Background: an optimization exercise with open tools, aiming at small area and a short achievable clock period. Do not read the settings as production practice. RTL that was checked went through simulation tests only; none was proved equivalent to the original. For runs 4 to 6, only the layout was checked, not whether the RTL still works. Power figures rest on the tool's default switching activity, not on a simulated workload.

**design/flow/config.mk**
```make
export PLATFORM = sky130hd
export DESIGN_NAME = pulse_sched_gen
export DESIGN_NICKNAME = pulse_sched_gen
export VERILOG_FILES = /design/flow/design.v
export SDC_FILE = /design/flow/constraint.sdc
export NUM_CORES = 4
export LEC_CHECK = 0
export ABC_CLOCK_PERIOD_IN_PS = 3000
export CAP_MARGIN = 20
export CORE_MARGIN = 2
export CORE_UTILIZATION = 40
export SLEW_MARGIN = 20
```
**design/flow/constraint.sdc**
```tcl
create_clock -name core_clock -period 11.0 [get_ports {clk}]
set_input_delay 2.2000 -clock core_clock [delete_from_list [all_inputs] [get_ports {clk}]]
set_output_delay 2.2000 -clock core_clock [all_outputs]
set_load 0.01 [all_outputs]
```
**design/flow/design.v**
```verilog
module pulse_sched_gen #(
  parameter int TW        = 32,
  parameter int QW        = 16,
  parameter int NTEMP     = 3,
  parameter int PULSE_LEN = 4,
  parameter int TNC_GAP   = 8
)(
  input  logic                  clk,
  input  logic                  rst,
  input  logic                  tick_1us,
  input  logic                  sync_in,
  input  logic                  load,
  input  logic                  en_cal,
  input  logic                  en_noise,
  input  logic [3:0]            n_temp,
  input  logic [15:0]           cal_dly,
  input  logic [TW-1:0]         dt_cal,
  input  logic [TW-1:0]         dt_noise,
  input  logic [NTEMP*TW-1:0]   p_ni,
  input  logic [NTEMP*TW-1:0]   p_ii,
  input  logic [NTEMP*TW-1:0]   p_np,
  input  logic [NTEMP*TW-1:0]   p_ip,
  input  logic [NTEMP*QW-1:0]   qit,
  output logic                  tni,
  output logic                  tki,
  output logic                  tnp,
  output logic                  tkp,
  output logic                  tobm,
  output logic                  tnc,
  output logic                  i_izl,
  output logic                  i_get,
  output logic                  error,
  output logic                  busy,
  output logic [3:0]            cur_train,
  output logic [TW-1:0]         time_now
);
  localparam int CW = $clog2(PULSE_LEN);
  localparam int NP = NTEMP + 2;           
  function automatic logic inc_eq(input logic [TW-1:0] x, input logic [TW-1:0] t);
    logic r;
    r = x[0] ^ t[0];
    r = r & ((x[1] ^ t[1]) == (x[0] | ~t[0]));
    for (int i = 2; i < TW; i++) r = r & ((x[i] ^ t[i]) == (x[i-1] & ~t[i-1]));
    inc_eq = r;
  endfunction
  logic [2:0] s_tk, s_sy, s_ld;
  logic tk_r, sy_r, ld_r, tkv;
  logic st_start, st_arm, st_run, st_endw;    
  logic sh_en_cal, sh_en_noise;
  logic [NTEMP-1:0] sh_ngt;                   
  logic [NP-1:0] en_v;
  logic [15:0] sh_cal_dly;
  logic [TW-1:0] sh_dt_cal, sh_dt_noise;
  logic [NTEMP*TW-1:0] sh_ni, sh_ii, sh_np, sh_ip;
  logic [NTEMP*QW-1:0] sh_qit;
  logic [NP:0] ps, ps_first, ps_next;         
  logic [QW-1:0] rep, q_cur;
  logic done;
  logic [TW-1:0] tg [4];                      
  logic [TW-1:0] oa, ob, oc, od, oe;
  logic [TW-1:0] s1, c1, s2, c2, s3, c3;
  logic [TW-1:0] n0, n1, n2, n3;
  logic [4:0] act, pend, fire;
  logic [CW-1:0] cnt [5];
  logic [3:0] m;
  assign tk_r = s_tk[1] & ~s_tk[2];
  assign sy_r = s_sy[1] & ~s_sy[2];
  assign ld_r = s_ld[1] & ~s_ld[2];
  assign tkv  = tk_r & ~sy_r;
  always_comb begin
    en_v[0] = sh_en_cal;
    en_v[1] = sh_en_noise;
    for (int k = 0; k < NTEMP; k++) en_v[k+2] = sh_ngt[k] && (sh_qit[k*QW +: QW] != '0);
  end
  always_comb begin
    ps_first = '0;
    ps_first[NP] = 1'b1;
    for (int p = NP - 1; p >= 0; p--)
      if (en_v[p]) begin
        ps_first = '0;
        ps_first[p] = 1'b1;
      end
  end
  always_comb begin
    logic seen;
    ps_next = '0;
    seen = 1'b0;
    for (int p = 0; p < NP; p++) begin
      if (seen && en_v[p] && ps_next == '0) ps_next[p] = 1'b1;
      if (ps[p]) seen = 1'b1;
    end
    if (ps_next == '0) ps_next[NP] = 1'b1;
  end
  always_comb begin
    q_cur = (ps[0] | ps[1]) ? QW'(1) : '0;
    for (int k = 0; k < NTEMP; k++) if (ps[k+2]) q_cur = q_cur | sh_qit[k*QW +: QW];
  end
  assign done = (rep + QW'(1)) >= q_cur;
  always_comb begin
    oa = '0;
    ob = '0;
    oc = (ps[0] | ps[1]) ? TW'(sh_cal_dly) : '0;
    od = ({TW{ps[0]}} & sh_dt_cal) | ({TW{ps[1]}} & sh_dt_noise);
    for (int k = 0; k < NTEMP; k++) begin
      oa = oa | ({TW{ps[k+2]}} & sh_ni[k*TW +: TW]);
      ob = ob | ({TW{ps[k+2]}} & sh_ii[k*TW +: TW]);
      oc = oc | ({TW{ps[k+2]}} & sh_np[k*TW +: TW]);
      od = od | ({TW{ps[k+2]}} & sh_ip[k*TW +: TW]);
    end
    oe = oa | (ps[NP] ? TW'(TNC_GAP) : '0);
    s1 = tg[3] ^ oa ^ ob;
    c1 = {(tg[3][TW-2:0] & oa[TW-2:0]) | (tg[3][TW-2:0] & ob[TW-2:0]) | (oa[TW-2:0] & ob[TW-2:0]), 1'b0};
    s2 = s1 ^ c1 ^ oc;
    c2 = {(s1[TW-2:0] & c1[TW-2:0]) | (s1[TW-2:0] & oc[TW-2:0]) | (c1[TW-2:0] & oc[TW-2:0]), 1'b0};
    s3 = s2 ^ c2 ^ od;
    c3 = {(s2[TW-2:0] & c2[TW-2:0]) | (s2[TW-2:0] & od[TW-2:0]) | (c2[TW-2:0] & od[TW-2:0]), 1'b0};
    n0 = tg[3] + oe;
    n1 = s1 + c1;
    n2 = s2 + c2;
    n3 = s3 + c3;
  end
  for (genvar i = 0; i < 4; i++) begin : g_m
    assign m[i] = inc_eq(time_now, tg[i]);
  end
  assign fire[0] = tkv & pend[0] & m[0];
  assign fire[1] = tkv & pend[1] & m[1];
  assign fire[2] = tkv & pend[2] & m[2];
  assign fire[3] = tkv & pend[3] & m[3];
  assign fire[4] = tkv & pend[4] & m[0];
  always_ff @(posedge clk or posedge rst)
    if (rst) begin
      s_tk <= '0;
      s_sy <= '0;
      s_ld <= '0;
      sh_en_cal <= 1'b0;
      sh_en_noise <= 1'b0;
      sh_ngt <= '0;
    end else begin
      s_tk <= {s_tk[1:0], tick_1us};
      s_sy <= {s_sy[1:0], sync_in};
      s_ld <= {s_ld[1:0], load};
      if (ld_r) begin
        sh_en_cal <= en_cal;
        sh_en_noise <= en_noise;
        for (int k = 0; k < NTEMP; k++) sh_ngt[k] <= n_temp > 4'(k);
      end
    end
  always_ff @(posedge clk)
    if (ld_r) begin
      sh_cal_dly <= cal_dly;
      sh_dt_cal <= dt_cal;
      sh_dt_noise <= dt_noise;
      sh_ni <= p_ni;
      sh_ii <= p_ii;
      sh_np <= p_np;
      sh_ip <= p_ip;
      sh_qit <= qit;
    end
  always_ff @(posedge clk) begin
    if (!sy_r) begin
      if (st_start) begin
        tg[3] <= time_now;
        ps <= ps_first;
        rep <= '0;
      end
      if (st_arm) begin
        tg[0] <= n0;
        tg[1] <= n1;
        tg[2] <= n2;
        if (!ps[NP]) tg[3] <= n3;
      end
      if (st_run && fire[3]) begin
        rep <= done ? '0 : rep + QW'(1);
        if (done) ps <= ps_next;
      end
    end
    for (int i = 0; i < 5; i++)
      if (fire[i]) cnt[i] <= CW'(PULSE_LEN - 1);
      else if (tk_r && act[i]) cnt[i] <= cnt[i] - CW'(1);
  end
  always_ff @(posedge clk or posedge rst)
    if (rst) begin
      st_start <= 1'b0;
      st_arm <= 1'b0;
      st_run <= 1'b0;
      st_endw <= 1'b0;
      busy <= 1'b0;
      time_now <= '0;
      act <= '0;
      pend <= '0;
      i_izl <= 1'b0;
      i_get <= 1'b0;
      error <= 1'b0;
    end else begin
      error <= ((fire[0] && i_get) || (fire[2] && i_izl)) ? 1'b1 : ld_r ? 1'b0 : error;
      if (sy_r) begin
        time_now <= '0;
        st_start <= 1'b1;
        st_arm <= 1'b0;
        st_run <= 1'b0;
        st_endw <= 1'b0;
        busy <= 1'b1;
        pend <= '0;
        act <= '0;
        i_izl <= 1'b0;
        i_get <= 1'b0;
      end else begin
        if (tk_r) time_now <= time_now + TW'(1);
        for (int i = 0; i < 5; i++)
          if (fire[i]) act[i] <= 1'b1;
          else if (tk_r && cnt[i] == '0) act[i] <= 1'b0;
        i_izl <= fire[1] ? 1'b0 : fire[0] ? 1'b1 : i_izl;
        i_get <= fire[3] ? 1'b0 : fire[2] ? 1'b1 : i_get;
        pend <= pend & ~fire;
        st_start <= st_endw & fire[4];
        st_arm <= st_start | (st_run & fire[3]);
        st_run <= (st_arm & ~ps[NP]) | (st_run & ~fire[3]);
        st_endw <= (st_arm & ps[NP]) | (st_endw & ~fire[4]);
        if (st_arm) pend <= ps[NP] ? 5'b10000 : (ps[0] | ps[1]) ? 5'b01100 : 5'b01111;
      end
    end
  assign tni = act[0];
  assign tki = act[1];
  assign tnp = act[2];
  assign tkp = act[3];
  assign tobm = act[3];
  assign tnc = act[4];
  assign cur_train = {2'b00, (st_arm | st_run) & ps[4], (st_arm | st_run) & ps[3]};
endmodule
```
**design/flow/run.sh**
```bash
#!/bin/bash
# synth_recipe.tcl (not shown) runs the flow's synth.tcl, then flattens the netlist and writes it again
# the make line also repeats each setting of config.mk as NAME=value (left out here)
make -C /OpenROAD-flow-scripts/flow DESIGN_CONFIG=/design/flow/config.mk WORK_HOME=/design/flow/orfs CLKGATE_MAP_FILE= SYNTH_SCRIPT=/design/flow/synth_recipe.tcl finish
```
==> flow_summary.json, run 1 <==
{
  "die_w_um": 315,
  "period_share": 0.601,
  "cts_sinks": 736,
  "ys_types": 73,
  "synthMostInstantiatedCell": "edfxtp_1",
  "ant_nets": 0,
  "ys_seq_area_frac": 0.560,
  "netlist_area_um2": 38700,
  "root_buffer": "clkbuf_16",
  "worstSkewPairLatency_ps": 680,
  "num_rows": 114,
  "max_freq_ghz": 0.151,
  "timing.rr.end": "tg[3][21]",
  "grt_util_all_layers": 0.245,
  "leakage_nw": 19.0,
  "gp_congestion": 0.919,
  "cts_made_buffers": 83,
  "min_period_ps": 6610,
  "drv_cap": 0,
  "cts_max_level": 3,
  "initialDrtViolationCount": 2948,
  "clkSlewWorstSetupHoldPaths_ps": 70,
  "grt_pass1_wl_mm": 176,
  "crit_arrival_ps": 7050,
  "grt_start_max_net_pins": 178,
  "wl_per_cell_um": 24.6,
  "synth_area_leaders": "edfxtp_1, ha_1, fa_1",
  "synth_cells": 3049,
  "r2r_slack_ps": 4390,
  "status": "finished clean",
  "hpwl_mm": 95.0,
  "yosysTopAreaCell": "edfxtp_1",
  "ys_ff_latch": 736,
  "grt_pass1_vias": 27300,
  "pin_count": 569,
  "yosys_warnings": 3,
  "grt_setup_unrepaired": "no",
  "ys_top_cells_by_count": "edfxtp_1, inv_1, ha_1, xnor2_1, nand2_1",
  "rr_startpoint": "ps[4]",
  "via_per_inst": 5.46,
  "overflow": 0,
  "critPathLaunchType": "register",
  "dr_total_vias": 27300,
  "drt-total-wl_mm": 123,
  "cts_hold_buf": 0,
  "cp_max_fo": 45,
  "startpoint": "ps[4]",
  "setup-violations-final": 0,
  "dieHeight_um": 315,
  "drtPass1Iterations": 7,
  "post-route-drc-count": 0,
  "initial_core_util": 0.402,
  "peakVddDrop_v": 0.000231,
  "io_buffers": 566,
  "synthFlopType": "edfxtp_1",
  "n_fill_cell": 8446,
  "antenna_found_initial": 14,
  "whs_path_depth": 0,
  "slew_viol_final": 0,
  "avgSynthCellArea_um2": 12.7,
  "slew_headroom": 0.183,
  "power_density_nw_per_um2": 312,
  "whs_endpoint": "s_sy[1]",
  "setup-tns-final_ps": 0,
  "die_area_um2": 99300,
  "tightest_slew_ps": 1230,
  "path_class": "reg2reg",
  "fin_nets": 4542,
  "cts_tree": "yes",
  "finalHoldViolations": 0,
  "min-delay-start": "s_sy[0]",
  "synthArstFlopShare": 0.0870,
  "cp_data_required_time_ps": 11440,
  "syn_to_final_growth_pct": 26.3,
  "synth.top_cell.area_share": 0.514,
  "cp-end-kind": "register",
  "drive_gt1_frac": 0.0537,
  "clockBufferDepth": 3,
  "p_total_w": 0.0153,
  "hold_class": "reg2reg",
  "synth-edff-count": 662,
  "final_core_util": 0.508,
  "clock_skew_ps": 34.0,
  "cts_setup_buffers": 0,
  "core_area_um2": 96300,
  "r2r_cells": 20,
  "post_cts_resized": 0
}
==> layer usage <==
layer | vias up | wire [um] | global-route usage
met5 | - | 62 | 0
met4 | 10 | 3350 | 0.0692
met3 | 170 | 8370 | 0.0416
met2 | 1054 | 58600 | 0.400
met1 | 13500 | 52800 | 0.335
li1 | 12600 | - | -
==> cell type report <==
cell class	count	area, um2	share of cell area
Antenna cell	5	12.5	0.000256
Clock buffer	94	2140	0.0438
Clock inverter	59	693	0.0142
Inverter	338	1270	0.0260
Multi-Input combinational cell	1885	15400	0.315
Sequential cell	736	21700	0.443
Tap cell	1276	1600	0.0327
Timing Repair Buffer	610	6080	0.124
==> power breakdown <==
part           switching (W)  total (W)  internal (W)
combinational        0.00510    0.00859       0.00348
sequential          0.000146    0.00380       0.00365
clock                0.00120    0.00290       0.00170
total                0.00645     0.0153       0.00883
==> per-stage QoR <==
step / setup WS [ps] / hold WS, ps / std cells / cell area (um2)
after floorplan: 2080 / 331 / 3050 / 38700
after global placement: 4690 / 332 / 4844 / 46000
after detailed placement: 4530 / 337 / 4845 / 46000
after CTS: 4530 / 349 / 4998 / 48900
after global routing: 4050 / 365 / 5002 / 48900
final: 4390 / 351 / 5003 / 48900
==> placed cells by master, fill, tap and decap left out, types with 22 or more instances in the layout <==
master	count
a22oi_1	34
and3_1	26
nand2b_1	22
nand4_1	39
edfxtp_1	662
mux2i_1	27
ha_1	270
buf_4	38
xnor2_1	176
clkdlybuf4s50_1	566
dfrtp_1	63
nor2_1	135
a211oi_1	26
a222oi_1	143
xor2_1	92
fa_1	95
nand2_1	174
nor3_1	49
nand3_1	56
a21o_1	32
nor4_1	43
o21ai_0	83
a21oi_1	132
clkbuf_16	84
inv_1	335
==> critical path, cell delays in order, from the launching register on <==
cell	delay, ps
edfxtp_1	690
buf_4	420
a222oi_1	360
inv_1	210
fa_1	550
inv_1	60
fa_1	480
inv_1	70
fa_1	500
ha_1	180
inv_1	60
fa_1	390
nand2b_1	200
a21oi_1	250
o41ai_2	140
nor4_1	700
o21ai_0	320
a21oi_1	300
or2_2	170
a21oi_1	60
o211a_1	220
==> registers in the layout (all words and copies together) (netlist names), 16 cells and up <==
signal / cells
rep: 16
sh_cal_dly: 16
sh_dt_cal: 32
sh_dt_noise: 32
sh_ii: 96
sh_ip: 96
sh_ni: 96
sh_np: 96
sh_qit: 48
tg: 128
time_now: 32
==> worst max-delay path by stage <==
stage               endpoint  slack [ps]  cells after the start
2_1_floorplan  sh_cal_dly[0]        2080                      3
3_3_place_gp       tg[3][21]        4690                     20
3_5_place_dp       tg[3][21]        4530                     20
4_1_cts            tg[3][21]        4530                     20
5_1_grt            tg[3][21]        4050                     20
6_report           tg[3][21]        4390                     20
==> cell families (layout without fill, tap and decap cells) <==
logic type / count (synthesis) / count (layout) / share of synthesized area
flops: 736 / 736 / 0.560
simple gates: 620 / 620 / 0.0780
compound gates: 599 / 599 / 0.114
buf+inv: 429 / 1101 / 0.0421
fa+ha+maj: 365 / 365 / 0.136
xor+xnor: 269 / 269 / 0.0611
mux: 30 / 30 / 0.00786
other cells: 1 / 7 / 0.0000969
==> inputs of run 2 (changes only) <==
--- a/design/flow/config.mk
+++ b/design/flow/config.mk
@@ -9,4 +9,5 @@
 export CAP_MARGIN = 20
 export CORE_MARGIN = 2
 export CORE_UTILIZATION = 40
+export SETUP_SLACK_MARGIN = 5
 export SLEW_MARGIN = 20
==> flow_summary.json, run 2 <==
{
  "status": "finished clean",
  "avgSynthCellArea_um2": 12.7,
  "grt_util_all_layers": 0.246,
  "antenna_found_initial": 6,
  "critPathLaunchType": "register",
  "initial_core_util": 0.402,
  "synthFlopType": "edfxtp_1",
  "overflow": 0,
  "crit_arrival_ps": 6310,
  "finalHoldViolations": 0,
  "ant_nets": 0,
  "cts_tree": "yes",
  "hold_class": "reg2reg",
  "num_rows": 114,
  "cts_made_buffers": 85,
  "ys_types": 73,
  "cp_max_fo": 26,
  "final_cell_area_um2": 49300,
  "tightest_slew_ps": 1290,
  "slew_viol_final": 0,
  "die_area_um2": 99300,
  "cts_hold_buf": 0,
  "synthMostInstantiatedCell": "edfxtp_1",
  "io_buffers": 566,
  "grt_pass1_wl_mm": 178,
  "synth.top_cell.area_share": 0.514,
  "drive_gt1_frac": 0.0638,
  "final_core_util": 0.512,
  "grt_pass1_vias": 27500,
  "ys_seq_area_frac": 0.560,
  "synth_area_leaders": "edfxtp_1, ha_1, fa_1",
  "grt_setup_unrepaired": "no",
  "synth-edff-count": 662,
  "drv_cap": 0,
  "path_class": "reg2reg",
  "ys_ff_latch": 736,
  "ys_top_cells_by_count": "edfxtp_1, inv_1, ha_1, xnor2_1, nand2_1",
  "largest_reg_flops": 128,
  "p_total_w": 0.0155,
  "post-route-drc-count": 0,
  "cp-end-kind": "register",
  "whs_path_depth": 0,
  "synth_cells": 3049,
  "fin_nets": 4575,
  "drtPass1Iterations": 9,
  "final_cell_mix": "edfxtp_1, clkdlybuf4s50_1, inv_1",
  "wl_per_cell_um": 25.0,
  "worstSkewPairLatency_ps": 670,
  "netlist_area_um2": 38700,
  "leakage_nw": 19.2,
  "whs_endpoint": "s_tk[1]",
  "r2r_slack_ps": 5170,
  "peakVddDrop_v": 0.000207,
  "hpwl_mm": 94.7,
  "timing.rr.end": "tg[3][31]",
  "yosys_warnings": 3,
  "clockBufferDepth": 3,
  "cts_max_level": 3,
  "clock_skew_ps": 30.4,
  "period_share": 0.530,
  "synthArstFlopShare": 0.0870,
  "min_period_ps": 5830,
  "grt_start_max_net_pins": 183,
  "slew_headroom": 0.138,
  "yosysTopAreaCell": "edfxtp_1",
  "min-delay-start": "s_tk[0]",
  "pin_count": 569,
  "max_freq_ghz": 0.171,
  "cts_sinks": 736,
  "rr_startpoint": "ps[4]",
  "placed_area_um2": 46000,
  "cp_data_required_time_ps": 11480,
  "drt-total-wl_mm": 126,
  "regMostFlops": "tg",
  "dr_total_vias": 27300,
  "dieHeight_um": 315,
  "setup-violations-final": 0,
  "gp_congestion": 0.924,
  "power_density_nw_per_um2": 314,
  "die_w_um": 315,
  "via_per_inst": 5.43,
  "syn_to_final_growth_pct": 27.4,
  "final_common_cell": "edfxtp_1",
  "setup-tns-final_ps": 0,
  "r2r_cells": 17,
  "initialDrtViolationCount": 2663,
  "root_buffer": "clkbuf_16",
  "clkSlewWorstSetupHoldPaths_ps": 60,
  "core_area_um2": 96300
}
-- run 2: cell types whose count changed in the layout (fill, tap and decap cells not counted), sizes merged --
cell / before / now
bufbuf: 0 / 3
inv: 343 / 342
clkinv: 36 / 27
bufinv: 12 / 11
clkinvlp: 6 / 8
buf: 44 / 68
clkbuf: 94 / 103
-- run 2: cells by family after synthesis --
family	after synthesis	synth area share
compound gates	599	0.114
xor+xnor	269	0.0611
fa+ha+maj	365	0.136
buf+inv	429	0.0421
flops	736	0.560
mux	30	0.00786
other cells	1	0.0000969
simple gates	620	0.0780
-- run 2: report_power, final --
part	total, W	switching (W)	internal, W
clock	0.00285	0.00117	0.00169
combinational	0.00886	0.00524	0.00363
sequential	0.00379	0.000144	0.00365
total	0.0155	0.00655	0.00896
-- run 2: through the flow --
step           instances  worst slack [ps]  hold slack [ps]
3_3_place_gp        4842              4660              333
2_1_floorplan       3050              2320              331
6_report            5030              5170              349
5_1_grt             5027              5010              352
3_5_place_dp        4844              4520              337
4_1_cts             5005              5000              350
-- run 2: layout make-up --
class	instances	area (um2)
Clock buffer	99	2190
Multi-Input combinational cell	1885	15500
Inverter	338	1270
Sequential cell	736	21700
Clock inverter	50	584
Antenna cell	5	12.5
Timing Repair Buffer	641	6460
Fill cell	8356	47000
Tap cell	1276	1600
-- run 2: critical path, cell delays in order, from the launching register on --
cell and delay, ps:
edfxtp_1 460, clkbuf_16 240, buf_16 190, a222oi_1 520, fa_1 570, fa_1 560
inv_1 80, fa_1 420, ha_1 360, o21ai_1 190, a21oi_2 80, o41ai_4 390
nor4_4 110, o211a_1 300, o41ai_4 470, nor2_2 90, or3_1 360, a211oi_1 200
-- run 2: how the worst max path moves through the flow --
stage,endpoint,cells after the start,startpoint
6_report,tg[3][31],17,ps[4]
3_5_place_dp,tg[3][21],21,ps[4]
3_3_place_gp,tg[3][28],15,ps[3]
4_1_cts,tg[3][31],17,ps[4]
5_1_grt,tg[3][31],20,ps[3]
2_1_floorplan,sh_cal_dly[0],3,s_ld[1]
-- run 2: repair_timing --
action	in CTS	in global routing
endpoints found under the setup margin	12	13
endpoints found under the hold margin	0	0
setup buffers	9	13
pin swaps	8	19
resized for setup	11	29
cloned	3	6
-- run 2: per-layer routing --
| metal | share of wire | wire length, um | up-vias | track usage |
|---|---|---|---|---|
| met1 | 0.42 | 52800 | 13300 | 0.332 |
| met5 | 0.00031 | 39 | - | 0 |
| met3 | 0.075 | 9390 | 175 | 0.0473 |
| li1 | - | - | 12700 | - |
| met4 | 0.027 | 3410 | 6 | 0.0672 |
| met2 | 0.48 | 60300 | 1143 | 0.405 |
==> inputs of run 3 (changes only) <==
--- a/design/flow/config.mk
+++ b/design/flow/config.mk
@@ -5,9 +5,7 @@
 export SDC_FILE = /design/flow/constraint.sdc
 export NUM_CORES = 4
 export LEC_CHECK = 0
-export ABC_CLOCK_PERIOD_IN_PS = 3000
 export CAP_MARGIN = 20
 export CORE_MARGIN = 2
 export CORE_UTILIZATION = 40
-export SETUP_SLACK_MARGIN = 5
 export SLEW_MARGIN = 20
==> flow_summary.json, run 3 <==
{
  "status": "finished clean",
  "cts_tree": "yes",
  "clkSlewWorstSetupHoldPaths_ps": 70,
  "cts_sinks": 736,
  "yosys_warnings": 3,
  "yosysTopAreaCell": "edfxtp_1",
  "final_cell_mix": "edfxtp_1, clkdlybuf4s50_1, inv_1",
  "crit_arrival_ps": 7050,
  "whs_endpoint": "s_sy[1]",
  "path_class": "reg2reg",
  "leakage_nw": 19.0,
  "cts_hold_buf": 0,
  "clock_skew_ps": 34.0,
  "initialDrtViolationCount": 2948,
  "fin_nets": 4542,
  "slew_headroom": 0.183,
  "final_cell_area_um2": 48900,
  "critPathSlowestCell": "nor4_1",
  "final_core_util": 0.508,
  "post_cts_resized": 0,
  "io_buffers": 566,
  "hpwl_mm": 95.0,
  "die_area_um2": 99300,
  "synth.top_cell.area_share": 0.514,
  "critPathLaunchType": "register",
  "worst-path-buf-inv": 5,
  "dieHeight_um": 315,
  "initial_core_util": 0.402,
  "synthFlopType": "edfxtp_1",
  "whs_path_depth": 0,
  "gp_congestion": 0.919,
  "tightest_slew_ps": 1230,
  "worstSkewPairLatency_ps": 680,
  "critical-path-top-delay-family": "adder cells",
  "root_buffer": "clkbuf_16",
  "drive_gt1_frac": 0.0537,
  "grt_start_max_net_pins": 178,
  "cp_data_required_time_ps": 11440,
  "syn_to_final_growth_pct": 26.3,
  "cts_setup_buffers": 0,
  "cp_max_fo": 45,
  "setup-violations-final": 0,
  "peakVddDrop_v": 0.000231,
  "ys_types": 73,
  "pin_count": 569,
  "rr_startpoint": "ps[4]",
  "post-route-drc-count": 0,
  "grt_pass1_vias": 27300,
  "ys_ff_latch": 736,
  "synth_cells": 3049,
  "regMostFlops": "tg",
  "path_cells": "buf_4 -> a222oi_1 -> inv_1 -> fa_1 -> inv_1 -> fa_1 -> inv_1 -> fa_1 -> ha_1 -> inv_1 -> fa_1 -> nand2b_1 -> a21oi_1 -> o41ai_2 -> nor4_1 -> o21ai_0 -> a21oi_1 -> or2_2 -> a21oi_1 -> o211a_1",
  "drv_cap": 0,
  "grt_util_all_layers": 0.245,
  "die_w_um": 315,
  "synth_area_leaders": "edfxtp_1, ha_1, fa_1",
  "antenna_found_initial": 14,
  "final_common_cell": "edfxtp_1",
  "ys_seq_area_frac": 0.560,
  "largest_reg_flops": 128,
  "hold_class": "reg2reg",
  "finalHoldViolations": 0,
  "startpoint": "ps[4]",
  "num_rows": 114,
  "dr_total_vias": 27300,
  "clockBufferDepth": 3,
  "min-delay-start": "s_sy[0]",
  "drt-total-wl_mm": 123,
  "ys_top_cells_by_count": "edfxtp_1, inv_1, ha_1, xnor2_1, nand2_1",
  "core_area_um2": 96300,
  "grt_setup_unrepaired": "no",
  "slew_viol_final": 0,
  "r2r_cells": 20,
  "wl_per_cell_um": 24.6,
  "timing.rr.end": "tg[3][21]",
  "cp_num_cells": 20,
  "r2r_slack_ps": 4390,
  "drtPass1Iterations": 7,
  "cpPeakStageDelay_ps": 700,
  "cp-end-kind": "register",
  "synthArstFlopShare": 0.0870,
  "min_period_ps": 6610,
  "power_density_nw_per_um2": 312,
  "grt_pass1_wl_mm": 176,
  "setup-tns-final_ps": 0,
  "synth-edff-count": 662,
  "max_freq_ghz": 0.151,
  "period_share": 0.601,
  "avgSynthCellArea_um2": 12.7,
  "placed_area_um2": 46000,
  "cts_made_buffers": 83,
  "synthMostInstantiatedCell": "edfxtp_1",
  "cts_max_level": 3,
  "overflow": 0,
  "ant_nets": 0,
  "netlist_area_um2": 38700,
  "via_per_inst": 5.46
}
==> run 3: cell counts after synthesis <==
No cell type changed its count.
==> run 3: cell type report <==
| cell class | count | area, um2 |
|---|---|---|
| Antenna cell | 5 | 12.5 |
| Clock buffer | 94 | 2140 |
| Clock inverter | 59 | 693 |
| Fill cell | 8446 | 47400 |
| Inverter | 338 | 1270 |
| Multi-Input combinational cell | 1885 | 15400 |
| Sequential cell | 736 | 21700 |
| Tap cell | 1276 | 1600 |
| Timing Repair Buffer | 610 | 6080 |
==> run 3: worst register-to-register path: stages, from the launching register on <==
cell,delay [ps]
edfxtp_1,690
buf_4,430
a222oi_1,410
inv_1,210
fa_1,550
inv_1,60
fa_1,480
inv_1,70
fa_1,500
ha_1,180
inv_1,60
fa_1,390
nand2b_1,200
a21oi_1,250
o41ai_2,140
nor4_1,700
o21ai_0,320
a21oi_1,300
or2_2,170
a21oi_1,60
o211a_1,220
==> run 3: cell families (layout without fill, tap and decap cells) <==
family / after synthesis / count (layout) / synth area share
flops: 736 / 736 / 0.560
xor+xnor: 269 / 269 / 0.0611
simple gates: 620 / 620 / 0.0780
compound gates: 599 / 599 / 0.114
mux: 30 / 30 / 0.00786
fa+ha+maj: 365 / 365 / 0.136
buf+inv: 429 / 1101 / 0.0421
other cells: 1 / 7 / 0.0000969
==> run 3: routing by layer <==
layer | track usage | up-vias | wire (um)
li1 | - | 12600 | -
met1 | 0.335 | 13500 | 52800
met2 | 0.400 | 1054 | 58600
met3 | 0.0416 | 170 | 8370
met4 | 0.0692 | 10 | 3350
met5 | 0 | - | 62
==> run 3: metrics by stage <==
stage | power (W) | setup slack [ps] | cells | hold slack [ps]
3_3_place_gp | 0.0122 | 4690 | 4844 | 332
3_5_place_dp | 0.0123 | 4530 | 4845 | 337
2_1_floorplan | 0.00995 | 2080 | 3050 | 331
6_report | 0.0153 | 4390 | 5003 | 351
5_1_grt | 0.0164 | 4050 | 5002 | 365
4_1_cts | 0.0152 | 4530 | 4998 | 349
==> run 3: how the worst max path moves through the flow <==
stage,to
after floorplan,sh_cal_dly[0]
after global placement,tg[3][21]
after detailed placement,tg[3][21]
after CTS,tg[3][21]
after global routing,tg[3][21]
final,tg[3][21]
==> run 3: report_power, final <==
group          switching, W  internal, W  leakage, nW  total (W)
registers          0.000146      0.00365         7.17    0.00380
clock network       0.00120      0.00170         1.37    0.00290
logic               0.00510      0.00348         10.5    0.00859
==> inputs of run 4 (changes only) <==
--- a/design/flow/design.v
+++ b/design/flow/design.v
@@ -43,6 +43,17 @@
     for (int i = 2; i < TW; i++) r = r & ((x[i] ^ t[i]) == (x[i-1] & ~t[i-1]));
     inc_eq = r;
   endfunction
+  function automatic logic [TW-1:0] ks_add(input logic [TW-1:0] x, input logic [TW-1:0] y);
+    logic [TW-1:0] g, p;
+    g = x & y;
+    p = x ^ y;
+    for (int d = 1; d < TW; d = d * 2)
+      for (int i = TW - 1; i >= d; i--) begin
+        g[i] = g[i] | (p[i] & g[i-d]);
+        p[i] = p[i] & p[i-d];
+      end
+    ks_add = x ^ y ^ {g[TW-2:0], 1'b0};
+  endfunction
   logic [2:0] s_tk, s_sy, s_ld;
   logic tk_r, sy_r, ld_r, tkv;
   logic st_start, st_arm, st_run, st_endw;    
@@ -114,10 +125,10 @@
     c2 = {(s1[TW-2:0] & c1[TW-2:0]) | (s1[TW-2:0] & oc[TW-2:0]) | (c1[TW-2:0] & oc[TW-2:0]), 1'b0};
     s3 = s2 ^ c2 ^ od;
     c3 = {(s2[TW-2:0] & c2[TW-2:0]) | (s2[TW-2:0] & od[TW-2:0]) | (c2[TW-2:0] & od[TW-2:0]), 1'b0};
-    n0 = tg[3] + oe;
-    n1 = s1 + c1;
-    n2 = s2 + c2;
-    n3 = s3 + c3;
+    n0 = ks_add(tg[3], oe);
+    n1 = ks_add(s1, c1);
+    n2 = ks_add(s2, c2);
+    n3 = ks_add(s3, c3);
   end
   for (genvar i = 0; i < 4; i++) begin : g_m
     assign m[i] = inc_eq(time_now, tg[i]);
==> design/flow/flow/run.sh (new file) <==
#!/bin/bash
# Standard ORFS layout (the standard.sh, unchanged synthesis), with extra ORFS settings:
# plain buf_1 cells as port buffers and a setup margin for timing repair.
set -euo pipefail
bash standard.sh finish SETUP_SLACK_MARGIN=7.5 "BUFFER_PORTS_ARGS=-buffer_cell sky130_fd_sc_hd__buf_1" > standard.log 2>&1
==> design/flow/standard.sh (new file) <==
#!/bin/bash
# synth_recipe.tcl (not shown) runs the flow's synth.tcl, then flattens the netlist and writes it again
# the make line also repeats each setting of config.mk as NAME=value (left out here)
make -C /OpenROAD-flow-scripts/flow DESIGN_CONFIG=/design/flow/config.mk WORK_HOME=/design/flow/orfs CLKGATE_MAP_FILE= SYNTH_SCRIPT=/design/flow/synth_recipe.tcl "${@:-finish}"
removed: design/flow/run.sh
==> flow_summary.json, run 4 <==
{
  "setup-violations-final": 0,
  "synth-edff-count": 662,
  "clockBufferDepth": 3,
  "muxShareOfSynthArea": 0.00811,
  "ys_ff_latch": 736,
  "die_area_um2": 98900,
  "grt_setup_unrepaired": "yes",
  "pin_count": 569,
  "dp_slack_ps": 4850,
  "synth_top_family_by_area": "adder cells",
  "min_period_ps": 5610,
  "yosysTopAreaCell": "edfxtp_1",
  "slew_viol_final": 0,
  "wl_per_cell_um": 24.4,
  "synth_area_leaders": "edfxtp_1, ha_1, fa_1",
  "status": "finished clean",
  "worstSkewPairLatency_ps": 670,
  "fin_nets": 4720,
  "hold_class": "reg2reg",
  "ys_top_cells_by_count": "edfxtp_1, inv_1, ha_1, nand2_1, xor2_1",
  "critPathSlowestCell": "fa_1",
  "synth_cells": 3027,
  "initialDrtViolationCount": 2841,
  "slew_headroom": 0.194,
  "gp_congestion": 0.935,
  "drtPass1Iterations": 9,
  "period_share": 0.510,
  "cp_max_fo": 7,
  "placed_area_um2": 42300,
  "final_common_cell": "edfxtp_1",
  "cp-end-kind": "register",
  "synthMostInstantiatedCell": "edfxtp_1",
  "drt-total-wl_mm": 126,
  "worst-path-buf-inv": 6,
  "grt_start_max_net_pins": 146,
  "grt_util_all_layers": 0.249,
  "avgSynthCellArea_um2": 12.7,
  "finalHoldViolations": 0,
  "grt_pass1_vias": 28100,
  "largest_reg_flops": 128,
  "path_class": "reg2reg",
  "syn_to_final_growth_pct": 26.1,
  "clkSlewWorstSetupHoldPaths_ps": 60,
  "cts_hold_buf": 0,
  "cpPeakStageDelay_ps": 510,
  "power_density_nw_per_um2": 374,
  "core_area_um2": 95300,
  "netlist_area_um2": 38600,
  "regArea_um2": 21700,
  "setup_ws_ps": 5390,
  "num_rows": 113,
  "ys_types": 81,
  "cp_data_required_time_ps": 11370,
  "dr_total_vias": 28100,
  "clock_skew_ps": 39.6,
  "synthFlopType": "edfxtp_1",
  "path_cells": "buf_12 -> buf_8 -> buf_16 -> a222oi_1 -> buf_4 -> fa_2 -> inv_2 -> fa_1 -> fa_1 -> ha_4 -> inv_2 -> fa_2 -> nand2b_4 -> a21oi_2 -> o211ai_1 -> nand4_1 -> a31o_4 -> a31o_4 -> a2111o_1 -> a31oi_2 -> xor2_1 -> o21ai_1",
  "root_buffer": "clkbuf_16",
  "ys_seq_area_frac": 0.562,
  "cts_tree": "yes",
  "critical-path-top-delay-family": "compound AO/OA/AOI/OAI gates",
  "synth.top_cell.area_share": 0.515,
  "synth-xor-area-share": 0.0634,
  "final_core_util": 0.510,
  "synth_fa_ha_area_frac": 0.137,
  "peakVddDrop_v": 0.000285,
  "setup-tns-final_ps": 0,
  "final_cell_mix": "edfxtp_1, buf_1, inv_1",
  "ant_nets": 0,
  "max_freq_ghz": 0.178,
  "hpwl_mm": 89.2,
  "initial_core_util": 0.405,
  "leakage_nw": 19.4,
  "tightest_slew_ps": 1210,
  "n_fill_cell": 8440,
  "final_cell_area_um2": 48600,
  "via_per_inst": 5.43,
  "cts_sinks": 736,
  "yosys.area_share.simple": 0.0686,
  "multiInputGateArea_um2": 16400,
  "crit_arrival_ps": 5970,
  "synth_compound_area_frac": 0.114,
  "synthArstFlopShare": 0.0870,
  "drv_cap": 0,
  "regMostFlops": "tg",
  "die_w_um": 315,
  "dieHeight_um": 315,
  "grt_pass1_wl_mm": 179,
  "antenna_found_initial": 9,
  "drive_gt1_frac": 0.169,
  "post-route-drc-count": 0,
  "overflow": 0,
  "io_buffers": 566,
  "critPathLaunchType": "register",
  "cts_made_buffers": 83,
  "yosys_warnings": 3,
  "cts_max_level": 3
}
run 4: cell types whose count changed after synthesis, sizes merged, moves of 11 or more:
cell and change:
a21boi -12, a21o +19, a221oi +18, a22oi -21, inv +49, nand3 -12, nor2 -32, nor3 -27
nor4 -13, o211ai -11, o21ai +34, xnor2 -44, xor2 +54
run 4: worst paths after layout:
path / from / cells past startpoint / slack [ps] / to
setup / recovery: ps[2] / 22 / 5390 / tg[3][29]
hold / removal: s_sy[0] / 0 / 350 / s_sy[1]
setup reg to reg: ps[2] / 22 / 5390 / tg[3][29]
hold reg to reg: s_sy[0] / 0 / 350 / s_sy[1]
max in group asynchronous: rst / 3 / 8430 / st_start
min in group asynchronous: rst / 2 / 1400 / time_now[30]
run 4: what timing repair did:
action / in CTS / in global routing
buffers inserted: 166 / 32
gates resized for setup: 317 / 94
setup endpoints to repair: 172 / 284
cloned: 13 / 3
hold endpoints to repair: 0 / 0
pin swaps: 192 / 100
run 4: metal layers:
layer / part of all wire / vias to the layer above / GRT usage
met1: 0.41 / 13900 / 0.330
met5: 0 / - / 0
met4: 0.039 / 0 / 0.0929
met2: 0.48 / 1119 / 0.412
met3: 0.066 / 248 / 0.0399
li1: - / 12800 / -
run 4: through the flow:
step	power (W)	cells	hold slack (ps)
floorplan	0.0104	3028	331
global placement	0.0125	4798	332
detailed placement	0.0125	4798	344
CTS	0.0172	5129	350
global route	0.0193	5168	356
finish	0.0182	5168	348
run 4: logic make-up after synthesis:
group	Yosys count
muxes	31
buffers and inverters	479
DFF	736
other	1
AOI/OAI and AO/OA	601
adders and majority gates	365
xor gates and xnor gates	279
and+or+nand+nor	535
run 4: layout make-up:
type                    count  share of cell area
repair buffers            810              0.0959
diodes                      4            0.000206
clock inverters            42             0.00960
well taps                1265              0.0325
flip-flops and latches    736               0.447
multi-input cells        1814               0.338
inverters                 387              0.0302
clock buffers             110              0.0469
run 4: power breakdown:
part / total [W] / internal (W) / switching, W
Combinational: 0.0116 / 0.00526 / 0.00630
Sequential: 0.00382 / 0.00366 / 0.000160
Clock: 0.00282 / 0.00165 / 0.00117
Total: 0.0182 / 0.0106 / 0.00763
==> inputs of run 5 (changes only) <==
--- a/design/flow/design.v
+++ b/design/flow/design.v
@@ -36,23 +36,45 @@
 );
   localparam int CW = $clog2(PULSE_LEN);
   localparam int NP = NTEMP + 2;           
-  function automatic logic inc_eq(input logic [TW-1:0] x, input logic [TW-1:0] t);
-    logic r;
-    r = x[0] ^ t[0];
-    r = r & ((x[1] ^ t[1]) == (x[0] | ~t[0]));
-    for (int i = 2; i < TW; i++) r = r & ((x[i] ^ t[i]) == (x[i-1] & ~t[i-1]));
-    inc_eq = r;
+  localparam int BW = 4;                   
+  localparam int NB = TW / BW;
+  function automatic logic [TW-1:0] kvec(input logic [NB-1:0] k);
+    kvec = '0;
+    for (int j = 1; j < NB; j++) kvec[j*BW] = k[j];
   endfunction
-  function automatic logic [TW-1:0] ks_add(input logic [TW-1:0] x, input logic [TW-1:0] y);
-    logic [TW-1:0] g, p;
-    g = x & y;
-    p = x ^ y;
-    for (int d = 1; d < TW; d = d * 2)
-      for (int i = TW - 1; i >= d; i--) begin
-        g[i] = g[i] | (p[i] & g[i-d]);
-        p[i] = p[i] & p[i-d];
-      end
-    ks_add = x ^ y ^ {g[TW-2:0], 1'b0};
+  function automatic logic [TW+NB-1:0] badd(input logic [TW-1:0] x, input logic [TW-1:0] y,
+                                            input logic [NB-1:0] k);
+    logic [TW-1:0] s;
+    logic [NB-1:0] co;
+    logic [BW-1:0] g, p, h;
+    logic ci;
+    co = '0;
+    for (int j = 0; j < NB; j++) begin
+      ci = (j > 0) ? k[j] : 1'b0;
+      g = x[j*BW +: BW] & y[j*BW +: BW];
+      p = x[j*BW +: BW] ^ y[j*BW +: BW];
+      h = p;
+      g[0] = g[0] | (p[0] & ci);
+      for (int d = 1; d < BW; d = d * 2)
+        for (int i = BW - 1; i >= 0; i--)
+          if ((i / d) % 2 == 1) begin
+            g[i] = g[i] | (h[i] & g[(i / d) * d - 1]);
+            h[i] = h[i] & h[(i / d) * d - 1];
+          end
+      s[j*BW +: BW] = p ^ {g[BW-2:0], ci};
+      if (j + 1 < NB) co[j+1] = g[BW-1];
+    end
+    badd = {co, s};
+  endfunction
+  function automatic logic hit(input logic [TW-1:0] x, input logic [TW-1:0] v,
+                               input logic [NB-1:0] k);
+    logic [TW-1:0] y, kv, p, g, z;
+    y = ~x;
+    kv = kvec(k);
+    p = v ^ y ^ kv;
+    g = {((v[TW-2:0] & y[TW-2:0]) | (v[TW-2:0] & kv[TW-2:0]) | (y[TW-2:0] & kv[TW-2:0])), 1'b0};
+    z = {(p[TW-2:0] | g[TW-2:0]), 1'b0};
+    hit = ((p ^ g) == z);
   endfunction
   logic [2:0] s_tk, s_sy, s_ld;
   logic tk_r, sy_r, ld_r, tkv;
@@ -67,10 +89,11 @@
   logic [NP:0] ps, ps_first, ps_next;         
   logic [QW-1:0] rep, q_cur;
   logic done;
-  logic [TW-1:0] tg [4];                      
+  logic [TW-1:0] tv [4];                      
+  logic [NB-1:0] tc [4];                      
   logic [TW-1:0] oa, ob, oc, od, oe;
   logic [TW-1:0] s1, c1, s2, c2, s3, c3;
-  logic [TW-1:0] n0, n1, n2, n3;
+  logic [TW+NB-1:0] n0, n1, n2, n3;
   logic [4:0] act, pend, fire;
   logic [CW-1:0] cnt [5];
   logic [3:0] m;
@@ -119,19 +142,19 @@
       od = od | ({TW{ps[k+2]}} & sh_ip[k*TW +: TW]);
     end
     oe = oa | (ps[NP] ? TW'(TNC_GAP) : '0);
-    s1 = tg[3] ^ oa ^ ob;
-    c1 = {(tg[3][TW-2:0] & oa[TW-2:0]) | (tg[3][TW-2:0] & ob[TW-2:0]) | (oa[TW-2:0] & ob[TW-2:0]), 1'b0};
+    s1 = tv[3] ^ oa ^ ob;
+    c1 = {(tv[3][TW-2:0] & oa[TW-2:0]) | (tv[3][TW-2:0] & ob[TW-2:0]) | (oa[TW-2:0] & ob[TW-2:0]), 1'b0};
     s2 = s1 ^ c1 ^ oc;
     c2 = {(s1[TW-2:0] & c1[TW-2:0]) | (s1[TW-2:0] & oc[TW-2:0]) | (c1[TW-2:0] & oc[TW-2:0]), 1'b0};
     s3 = s2 ^ c2 ^ od;
     c3 = {(s2[TW-2:0] & c2[TW-2:0]) | (s2[TW-2:0] & od[TW-2:0]) | (c2[TW-2:0] & od[TW-2:0]), 1'b0};
-    n0 = ks_add(tg[3], oe);
-    n1 = ks_add(s1, c1);
-    n2 = ks_add(s2, c2);
-    n3 = ks_add(s3, c3);
+    n0 = badd(tv[3], oe, tc[3]);
+    n1 = badd(s1, c1, tc[3]);
+    n2 = badd(s2, c2, tc[3]);
+    n3 = badd(s3, c3, tc[3]);
   end
   for (genvar i = 0; i < 4; i++) begin : g_m
-    assign m[i] = inc_eq(time_now, tg[i]);
+    assign m[i] = hit(time_now, tv[i], tc[i]);
   end
   assign fire[0] = tkv & pend[0] & m[0];
   assign fire[1] = tkv & pend[1] & m[1];
@@ -170,15 +193,16 @@
   always_ff @(posedge clk) begin
     if (!sy_r) begin
       if (st_start) begin
-        tg[3] <= time_now;
+        tv[3] <= time_now;
+        tc[3] <= '0;
         ps <= ps_first;
         rep <= '0;
       end
       if (st_arm) begin
-        tg[0] <= n0;
-        tg[1] <= n1;
-        tg[2] <= n2;
-        if (!ps[NP]) tg[3] <= n3;
+        {tc[0], tv[0]} <= n0;
+        {tc[1], tv[1]} <= n1;
+        {tc[2], tv[2]} <= n2;
+        if (!ps[NP]) {tc[3], tv[3]} <= n3;
       end
       if (st_run && fire[3]) begin
         rep <= done ? '0 : rep + QW'(1);
==> design/flow/flow/run.sh (replaced) <==
#!/bin/bash
# The standard layout (standard.sh, with its standard synthesis), with extra ORFS settings:
# plain buf_1 cells as the port buffers, and a setup margin that makes timing repair aim for
# more slack than the clock period needs. The clock period and constraints are unchanged.
set -euo pipefail
bash standard.sh finish SETUP_SLACK_MARGIN=8 "BUFFER_PORTS_ARGS=-buffer_cell sky130_fd_sc_hd__buf_1" > standard.log 2>&1
==> flow_summary.json, run 5 <==
{
  "slew_viol_final": 0,
  "path_class": "reg2reg",
  "final_common_cell": "edfxtp_1",
  "core_area_um2": 98600,
  "clockBufferDepth": 3,
  "ys_types": 63,
  "drv_cap": 0,
  "grt_pass1_vias": 27500,
  "muxShareOfSynthArea": 0.00647,
  "crit_arrival_ps": 5050,
  "synth.top_cell.area_share": 0.520,
  "dr_total_vias": 26600,
  "cp-end-kind": "register",
  "drt-total-wl_mm": 125,
  "ant_nets": 0,
  "setup-tns-final_ps": 0,
  "cp_data_required_time_ps": 11390,
  "placed_area_um2": 43500,
  "period_share": 0.423,
  "initial_core_util": 0.404,
  "avgSynthCellArea_um2": 13.6,
  "overflow": 0,
  "synth_area_leaders": "edfxtp_1, fa_1, ha_1",
  "cts_max_level": 3,
  "grt_start_max_net_pins": 94,
  "root_buffer": "clkbuf_16",
  "num_rows": 115,
  "worst-path-buf-inv": 4,
  "cts_made_buffers": 86,
  "cts_hold_buf": 0,
  "wl_per_cell_um": 24.3,
  "worstSkewPairLatency_ps": 680,
  "leakage_nw": 20.7,
  "min_period_ps": 4660,
  "p_comb_frac": 0.523,
  "die_w_um": 320,
  "gp_congestion": 0.925,
  "r2r_slack_ps": 6340,
  "clkSlewWorstSetupHoldPaths_ps": 60,
  "finalHoldViolations": 0,
  "max_freq_ghz": 0.215,
  "peakVddDrop_v": 0.000159,
  "synth_top_family_by_area": "adder cells",
  "post-route-drc-count": 0,
  "ys_top_cells_by_count": "edfxtp_1, inv_1, ha_1, fa_1, a222oi_1",
  "syn_to_final_growth_pct": 28.6,
  "clkPwrFrac": 0.204,
  "synth_cells": 2923,
  "critical-path-top-delay-family": "adder cells",
  "synthMostInstantiatedCell": "edfxtp_1",
  "final_core_util": 0.519,
  "cts_sinks": 764,
  "hold_class": "reg2reg",
  "pin_count": 569,
  "synthFlopType": "edfxtp_1",
  "yosys.area_share.simple": 0.0480,
  "via_per_inst": 5.16,
  "netlist_area_um2": 39800,
  "synthArstFlopShare": 0.0838,
  "tightest_slew_ps": 1190,
  "setup-violations-final": 0,
  "hpwl_mm": 90.2,
  "synth_fa_ha_area_frac": 0.199,
  "internal-power_w": 0.00904,
  "fin_nets": 4832,
  "cts_tree": "yes",
  "largest_reg_flops": 128,
  "drive_gt1_frac": 0.221,
  "synth-xor-area-share": 0.0472,
  "path_cells": "buf_12 -> buf_16 -> a222oi_1 -> buf_4 -> fa_1 -> fa_1 -> fa_1 -> inv_1 -> fa_2 -> fa_2 -> fa_2 -> xnor2_2 -> xnor2_1 -> xnor2_1 -> nor2_1 -> a21oi_1",
  "status": "finished clean",
  "yosysTopAreaCell": "edfxtp_1",
  "synth-edff-count": 690,
  "drtPass1Iterations": 10,
  "io_buffers": 566,
  "grt_setup_unrepaired": "yes",
  "ys_ff_latch": 764,
  "slew_headroom": 0.208,
  "yosys_warnings": 4,
  "critPathSlowestCell": "fa_1",
  "ys_seq_area_frac": 0.565,
  "dieHeight_um": 320,
  "regMostFlops": "tv",
  "critPathLaunchType": "register",
  "final_cell_area_um2": 51200,
  "synth_compound_area_frac": 0.0688,
  "whs_ps": 355,
  "seqPwrFrac": 0.273,
  "antenna_found_initial": 8,
  "power_density_nw_per_um2": 284,
  "grt_pass1_wl_mm": 180,
  "switching_power_w": 0.00550,
  "clock_skew_ps": 40.6,
  "switching_share": 0.379,
  "final_cell_mix": "edfxtp_1, buf_1, inv_1",
  "cpPeakStageDelay_ps": 500,
  "die_area_um2": 102000,
  "cp_max_fo": 5,
  "initialDrtViolationCount": 2918,
  "grt_util_all_layers": 0.244
}
## run 5: through the flow
| step | total power (W) | worst slack, ps | cells |
|---|---|---|---|
| 2_1_floorplan | 0.00810 | 2330 | 2924 |
| 3_3_place_gp | 0.00996 | 5620 | 4722 |
| 3_5_place_dp | 0.0101 | 5580 | 4723 |
| 4_1_cts | 0.0140 | 6380 | 5080 |
| 5_1_grt | 0.0155 | 6140 | 5157 |
| 6_report | 0.0145 | 6340 | 5159 |
## run 5: cell families (layout without fill, tap and decap cells)
family	after synthesis	count (layout)
buffers and inverters	683	1623
adder cells (fa/ha/maj)	509	509
XOR/XNOR	214	214
AND/OR/NAND/NOR	381	381
AO/OA/AOI/OAI	346	348
multiplexers	25	25
flip-flops	764	764
other	1	8
## run 5: area by class of cell
class                      instances  area, um2
tap                             1287       1610
inverter                         592       2290
multi-input combinational       1479      16200
clock inverter                    45        541
clock buffer                     109       2360
fill                            8395      47400
sequential                       764      22600
antenna                            6       15.0
timing repair buffer             877       5670
## run 5: worst paths after layout
path                       depth (start not counted)     from      endpoint
max                                               16    ps[2]     tv[3][31]
min                                                0  s_sy[0]       s_sy[1]
max reg2reg                                       16    ps[2]     tv[3][31]
min reg2reg                                        0  s_sy[0]       s_sy[1]
max in group asynchronous                          3      rst  time_now[20]
min in group asynchronous                          2      rst   time_now[1]
## run 5: timing repair
| item | CTS | global route |
|---|---|---|
| buffers inserted | 180 | 69 |
| cloned | 23 | 2 |
| resized for setup | 436 | 191 |
| setup endpoints to repair | 658 | 461 |
| pin swaps | 179 | 161 |
## run 5: power groups by stage
| stage | combinational, W | sequential, W | clock [W] |
|---|---|---|---|
| 2_1_floorplan | 0.00412 | 0.00397 | 0 |
| 3_3_place_gp | 0.00589 | 0.00406 | 0 |
| 3_5_place_dp | 0.00601 | 0.00406 | 0 |
| 4_1_cts | 0.00700 | 0.00396 | 0.00302 |
| 5_1_grt | 0.00842 | 0.00399 | 0.00313 |
| 6_report | 0.00761 | 0.00397 | 0.00297 |
## run 5: layer usage
layer,part of all wire,global-route usage
met5,0.00010,0
met4,0.034,0.0834
met3,0.076,0.0480
met2,0.50,0.415
met1,0.39,0.310
==> inputs of run 6 (changes only) <==
--- a/design/flow/design.v
+++ b/design/flow/design.v
@@ -87,15 +87,16 @@
   logic [NTEMP*TW-1:0] sh_ni, sh_ii, sh_np, sh_ip;
   logic [NTEMP*QW-1:0] sh_qit;
   logic [NP:0] ps, ps_first, ps_next;         
-  logic [QW-1:0] rep, q_cur;
+  logic [QW-1:0] rep1, q_cur;                 
   logic done;
-  logic [TW-1:0] tv [4];                      
-  logic [NB-1:0] tc [4];                      
-  logic [TW-1:0] oa, ob, oc, od, oe;
+  logic [3:0][TW-1:0] tv;                    
+  logic [3:0][NB-1:0] tc;                    
+  logic [NP:0] ps_arm;                       
+  logic [TW-1:0] pa, pb, pc, od;
   logic [TW-1:0] s1, c1, s2, c2, s3, c3;
   logic [TW+NB-1:0] n0, n1, n2, n3;
   logic [4:0] act, pend, fire;
-  logic [CW-1:0] cnt [5];
+  logic [4:0][CW-1:0] cnt;
   logic [3:0] m;
   assign tk_r = s_tk[1] & ~s_tk[2];
   assign sy_r = s_sy[1] & ~s_sy[2];
@@ -129,30 +130,38 @@
     q_cur = (ps[0] | ps[1]) ? QW'(1) : '0;
     for (int k = 0; k < NTEMP; k++) if (ps[k+2]) q_cur = q_cur | sh_qit[k*QW +: QW];
   end
-  assign done = (rep + QW'(1)) >= q_cur;
-  always_comb begin
-    oa = '0;
-    ob = '0;
-    oc = (ps[0] | ps[1]) ? TW'(sh_cal_dly) : '0;
-    od = ({TW{ps[0]}} & sh_dt_cal) | ({TW{ps[1]}} & sh_dt_noise);
+  assign done = rep1 >= q_cur;
+  assign ps_arm = st_start ? ps_first : done ? ps_next : ps;
+  always_comb begin
+    logic [TW-1:0] a, b, c;
+    a = ps_arm[NP] ? TW'(TNC_GAP) : '0;
+    b = '0;
+    c = (ps_arm[0] | ps_arm[1]) ? TW'(ld_r ? cal_dly : sh_cal_dly) : '0;
     for (int k = 0; k < NTEMP; k++) begin
-      oa = oa | ({TW{ps[k+2]}} & sh_ni[k*TW +: TW]);
-      ob = ob | ({TW{ps[k+2]}} & sh_ii[k*TW +: TW]);
-      oc = oc | ({TW{ps[k+2]}} & sh_np[k*TW +: TW]);
-      od = od | ({TW{ps[k+2]}} & sh_ip[k*TW +: TW]);
-    end
-    oe = oa | (ps[NP] ? TW'(TNC_GAP) : '0);
-    s1 = tv[3] ^ oa ^ ob;
-    c1 = {(tv[3][TW-2:0] & oa[TW-2:0]) | (tv[3][TW-2:0] & ob[TW-2:0]) | (oa[TW-2:0] & ob[TW-2:0]), 1'b0};
-    s2 = s1 ^ c1 ^ oc;
-    c2 = {(s1[TW-2:0] & c1[TW-2:0]) | (s1[TW-2:0] & oc[TW-2:0]) | (c1[TW-2:0] & oc[TW-2:0]), 1'b0};
-    s3 = s2 ^ c2 ^ od;
-    c3 = {(s2[TW-2:0] & c2[TW-2:0]) | (s2[TW-2:0] & od[TW-2:0]) | (c2[TW-2:0] & od[TW-2:0]), 1'b0};
-    n0 = badd(tv[3], oe, tc[3]);
-    n1 = badd(s1, c1, tc[3]);
-    n2 = badd(s2, c2, tc[3]);
-    n3 = badd(s3, c3, tc[3]);
-  end
+      a = a | ({TW{ps_arm[k+2]}} & (ld_r ? p_ni[k*TW +: TW] : sh_ni[k*TW +: TW]));
+      b = b | ({TW{ps_arm[k+2]}} & (ld_r ? p_ii[k*TW +: TW] : sh_ii[k*TW +: TW]));
+      c = c | ({TW{ps_arm[k+2]}} & (ld_r ? p_np[k*TW +: TW] : sh_np[k*TW +: TW]));
+    end
+    pa = a;
+    pb = b;
+    pc = c;
+  end
+  always_comb begin
+    logic [TW-1:0] d;
+    d = ({TW{ps[0]}} & sh_dt_cal) | ({TW{ps[1]}} & sh_dt_noise);
+    for (int k = 0; k < NTEMP; k++) d = d | ({TW{ps[k+2]}} & sh_ip[k*TW +: TW]);
+    od = d;
+  end
+  assign s1 = tv[3] ^ tv[0] ^ tv[1];
+  assign c1 = {(tv[3][TW-2:0] & tv[0][TW-2:0]) | (tv[3][TW-2:0] & tv[1][TW-2:0]) | (tv[0][TW-2:0] & tv[1][TW-2:0]), 1'b0};
+  assign s2 = s1 ^ c1 ^ tv[2];
+  assign c2 = {(s1[TW-2:0] & c1[TW-2:0]) | (s1[TW-2:0] & tv[2][TW-2:0]) | (c1[TW-2:0] & tv[2][TW-2:0]), 1'b0};
+  assign s3 = s2 ^ c2 ^ od;
+  assign c3 = {(s2[TW-2:0] & c2[TW-2:0]) | (s2[TW-2:0] & od[TW-2:0]) | (c2[TW-2:0] & od[TW-2:0]), 1'b0};
+  assign n0 = badd(tv[3], tv[0], tc[3]);
+  assign n1 = badd(s1, c1, tc[3]);
+  assign n2 = badd(s2, c2, tc[3]);
+  assign n3 = badd(s3, c3, tc[3]);
   for (genvar i = 0; i < 4; i++) begin : g_m
     assign m[i] = hit(time_now, tv[i], tc[i]);
   end
@@ -192,11 +201,16 @@
     end
   always_ff @(posedge clk) begin
     if (!sy_r) begin
+      if (st_start || (st_run && fire[3])) begin
+        tv[0] <= pa;
+        tv[1] <= pb;
+        tv[2] <= pc;
+        ps <= ps_arm;
+      end
       if (st_start) begin
         tv[3] <= time_now;
         tc[3] <= '0;
-        ps <= ps_first;
-        rep <= '0;
+        rep1 <= QW'(1);
       end
       if (st_arm) begin
         {tc[0], tv[0]} <= n0;
@@ -204,10 +218,7 @@
         {tc[2], tv[2]} <= n2;
         if (!ps[NP]) {tc[3], tv[3]} <= n3;
       end
-      if (st_run && fire[3]) begin
-        rep <= done ? '0 : rep + QW'(1);
-        if (done) ps <= ps_next;
-      end
+      if (st_run && fire[3]) rep1 <= done ? QW'(1) : rep1 + QW'(1);
     end
     for (int i = 0; i < 5; i++)
       if (fire[i]) cnt[i] <= CW'(PULSE_LEN - 1);
==> flow_summary.json, run 6 <==
{
  "status": "finished clean",
  "grt_pass1_wl_mm": 222,
  "leakage_nw": 22.6,
  "hold_class": "reg2reg",
  "synth_area_leaders": "edfxtp_1, fa_1, ha_1",
  "crit_arrival_ps": 4640,
  "dieHeight_um": 336,
  "ys_types": 60,
  "cts_tree": "yes",
  "setup-tns-final_ps": 0,
  "wl_per_cell_um": 28.0,
  "r2r_slack_ps": 6910,
  "num_rows": 121,
  "path_class": "reg2reg",
  "io_buffers": 566,
  "hpwl_mm": 114,
  "setup-violations-final": 0,
  "placedCellCount": 5494,
  "slew_headroom": 0.241,
  "startpoint": "tv[28]",
  "ys_ff_latch": 764,
  "grt_util_all_layers": 0.275,
  "drv_cap": 0,
  "cts_hold_buf": 0,
  "min-delay-start": "s_tk[0]",
  "final_cell_mix": "edfxtp_1, buf_1, inv_1",
  "final_common_cell": "edfxtp_1",
  "yosys_warnings": 1,
  "post-route-drc-count": 0,
  "grt_pass1_vias": 31700,
  "die_w_um": 336,
  "critPathLaunchType": "register",
  "max_freq_ghz": 0.244,
  "syn_to_final_growth_pct": 29.1,
  "overflow": 0,
  "cp-end-kind": "register",
  "finalHoldViolations": 0,
  "seqPwrFrac": 0.282,
  "drt-total-wl_mm": 167,
  "synth-edff-count": 674,
  "clockBufferDepth": 3,
  "synthFlopType": "edfxtp_1",
  "grt_setup_unrepaired": "yes",
  "yosysTopAreaCell": "edfxtp_1",
  "p_comb_frac": 0.481,
  "internal-power_w": 0.00811,
  "drive_gt1_frac": 0.200,
  "power_density_nw_per_um2": 231,
  "synthMostInstantiatedCell": "edfxtp_1",
  "initialDrtViolationCount": 3361,
  "worstSkewPairLatency_ps": 700,
  "core_area_um2": 109000,
  "grt_start_max_net_pins": 139,
  "switching_power_w": 0.00506,
  "ant_nets": 0,
  "timing.rr.end": "tv[127]",
  "dr_total_vias": 32700,
  "cp_data_required_time_ps": 11550,
  "r2r_cells": 13,
  "cp_max_fo": 2,
  "initial_core_util": 0.404,
  "root_buffer": "clkbuf_16",
  "grt_use_met3": 0.0686,
  "cts_sinks": 764,
  "regMostFlops": "tv",
  "layout.cells.non_filler": 5959,
  "synth_cells": 3583,
  "die_area_um2": 113000,
  "ys_seq_area_frac": 0.506,
  "met2_usage": 0.442,
  "synthArstFlopShare": 0.0838,
  "via_per_inst": 5.49,
  "busiest_layer": "met2",
  "drtPass1Iterations": 6,
  "cts_max_level": 3,
  "avgSynthCellArea_um2": 12.3,
  "slew_viol_final": 0,
  "largest_reg_flops": 128,
  "tightest_slew_ps": 1140,
  "pin_count": 569,
  "netlist_area_um2": 44200,
  "ys_top_cells_by_count": "edfxtp_1, inv_1, ha_1, nand2_1, a21oi_1",
  "fin_nets": 5435,
  "cts_made_buffers": 89,
  "clkSlewWorstSetupHoldPaths_ps": 60,
  "final_core_util": 0.522,
  "clock_skew_ps": 41.5,
  "rr_startpoint": "tv[28]",
  "whs_path_depth": 0,
  "whs_endpoint": "s_tk[1]",
  "period_share": 0.372,
  "clkPwrFrac": 0.237,
  "grtUsageMet1": 0.357,
  "min_period_ps": 4090,
  "antenna_found_initial": 26,
  "synth.top_cell.area_share": 0.458,
  "switching_share": 0.384,
  "gp_congestion": 0.992,
  "peakVddDrop_v": 0.000198
}
-- run 6: cell count changes after synthesis, moves of 34 or more --
cell / delta
xnor2_1: +39
a21oi_1: +227
a21o_1: +40
xor2_1: -39
clkbuf_1: +62
o41a_1: +37
nor2_1: +34
a222oi_1: -96
inv_1: -119
o32a_1: +53
nand2_1: +170
mux2i_1: +236
-- run 6: logic make-up (layout without fill, tap and decap cells) --
family | Yosys count | after routing | share of synthesized area
xor+xnor | 213 | 213 | 0.0422
flops | 764 | 764 | 0.506
compound gates | 651 | 651 | 0.104
other cells | 1 | 9 | 0.0000848
simple gates | 539 | 541 | 0.0537
fa+ha+maj | 509 | 509 | 0.179
buf+inv | 648 | 1538 | 0.0566
mux | 258 | 258 | 0.0584
-- run 6: cell type report --
type / instances / area, um2
clock inverters: 50 / 602
fillers: 9458 / 52300
repair buffers: 900 / 6760
well taps: 1476 / 1850
inverters: 474 / 1860
flip-flops and latches: 764 / 22400
diodes: 7 / 17.5
multi-input cells: 2174 / 21100
clock buffers: 114 / 2440
-- run 6: power groups by stage --
stage | sequential (W) | clock (W) | combinational [W]
2_1_floorplan | 0.00365 | 0 | 0.00322
3_3_place_gp | 0.00378 | 0 | 0.00506
3_5_place_dp | 0.00378 | 0 | 0.00507
4_1_cts | 0.00371 | 0.00317 | 0.00580
5_1_grt | 0.00373 | 0.00327 | 0.00680
6_report | 0.00372 | 0.00312 | 0.00633
-- run 6: metal layers --
| layer | wire length (um) | up-vias |
|---|---|---|
| met5 | 237 | - |
| met3 | 15300 | 327 |
| met2 | 77400 | 1528 |
| met1 | 66600 | 16300 |
| li1 | - | 14500 |
| met4 | 7540 | 34 |
-- run 6: repair_timing --
item / 4_1_cts / 5_1_grt
gates resized for setup: 397 / 239
cloned: 28 / 34
endpoints found under the setup margin: 492 / 440
buffers inserted: 144 / 88
pin swaps: 85 / 153
-- run 6: critical path: stages, from the launching register on --
cell	delay (ps)
edfxtp_1	540
fa_1	540
fa_1	520
inv_2	50
fa_1	510
fa_2	210
inv_2	40
fa_2	330
fa_2	360
xnor2_2	150
xnor2_1	210
a21oi_1	70
a311o_1	350
o21ai_1	90
-- run 6: how the worst max path moves through the flow --
| stage | endpoint | cells after the start |
|---|---|---|
| detailed placement | tv[36] | 11 |
| global placement | tv[92] | 11 |
| CTS | tv[127] | 13 |
| global route | tv[127] | 13 |
| finish | tv[127] | 13 |
| floorplan | tv[0] | 8 |
-- run 6: metrics by stage --
| step | power, W | hold WS (ps) | instance area (um2) | setup slack (ps) |
|---|---|---|---|---|
| 3_3_place_gp | 0.00884 | 335 | 48200 | 6220 |
| 3_5_place_dp | 0.00884 | 336 | 48200 | 6200 |
| 6_report | 0.0132 | 349 | 57000 | 6910 |
| 2_1_floorplan | 0.00687 | 331 | 44800 | 6580 |
| 5_1_grt | 0.0138 | 353 | 57000 | 6870 |
| 4_1_cts | 0.0127 | 348 | 54500 | 6890 |

==> static timing again, ports no longer ideal <==
No port has a modelled driver above. Below, the same layouts with a new extraction and two added sets of constraints.
Step 1 (the two cells are an assumption about what drives the block):
set clk [get_ports {clk}]
set_driving_cell -lib_cell sky130_fd_sc_hd__clkbuf_16 $clk
set_driving_cell -lib_cell sky130_fd_sc_hd__buf_2 [delete_from_list [all_inputs] $clk]
Step 2 adds t to the input delays and takes it off the output delays; t is the mean of the earliest and latest rising clock arrival at the registers after step 1. Input paths then give back, and output paths get back, about the clock's delay inside the block.
a / b / c = ideal / step 1 / step 2; a / b = the first two.
| run | t (ns) | setup slack, ns | worst register clock-pin slew, ns |
|---|---|---|---|
| run 1 | 0.738 | 4.390 / 4.390 / 4.390 | 0.07 / 0.07 |
| run 2 | 0.722 | 5.168 / 5.168 / 5.168 | 0.07 / 0.07 |
| run 3 | 0.738 | 4.390 / 4.390 / 4.390 | 0.07 / 0.07 |
| run 4 | 0.718 | 5.392 / 5.392 / 5.392 | 0.06 / 0.06 |
| run 5 | 0.736 | 6.345 / 6.345 / 6.345 | 0.07 / 0.07 |
| run 6 | 0.754 | 6.910 / 6.910 / 6.910 | 0.07 / 0.07 |
After both steps every run listed still meets setup and hold.
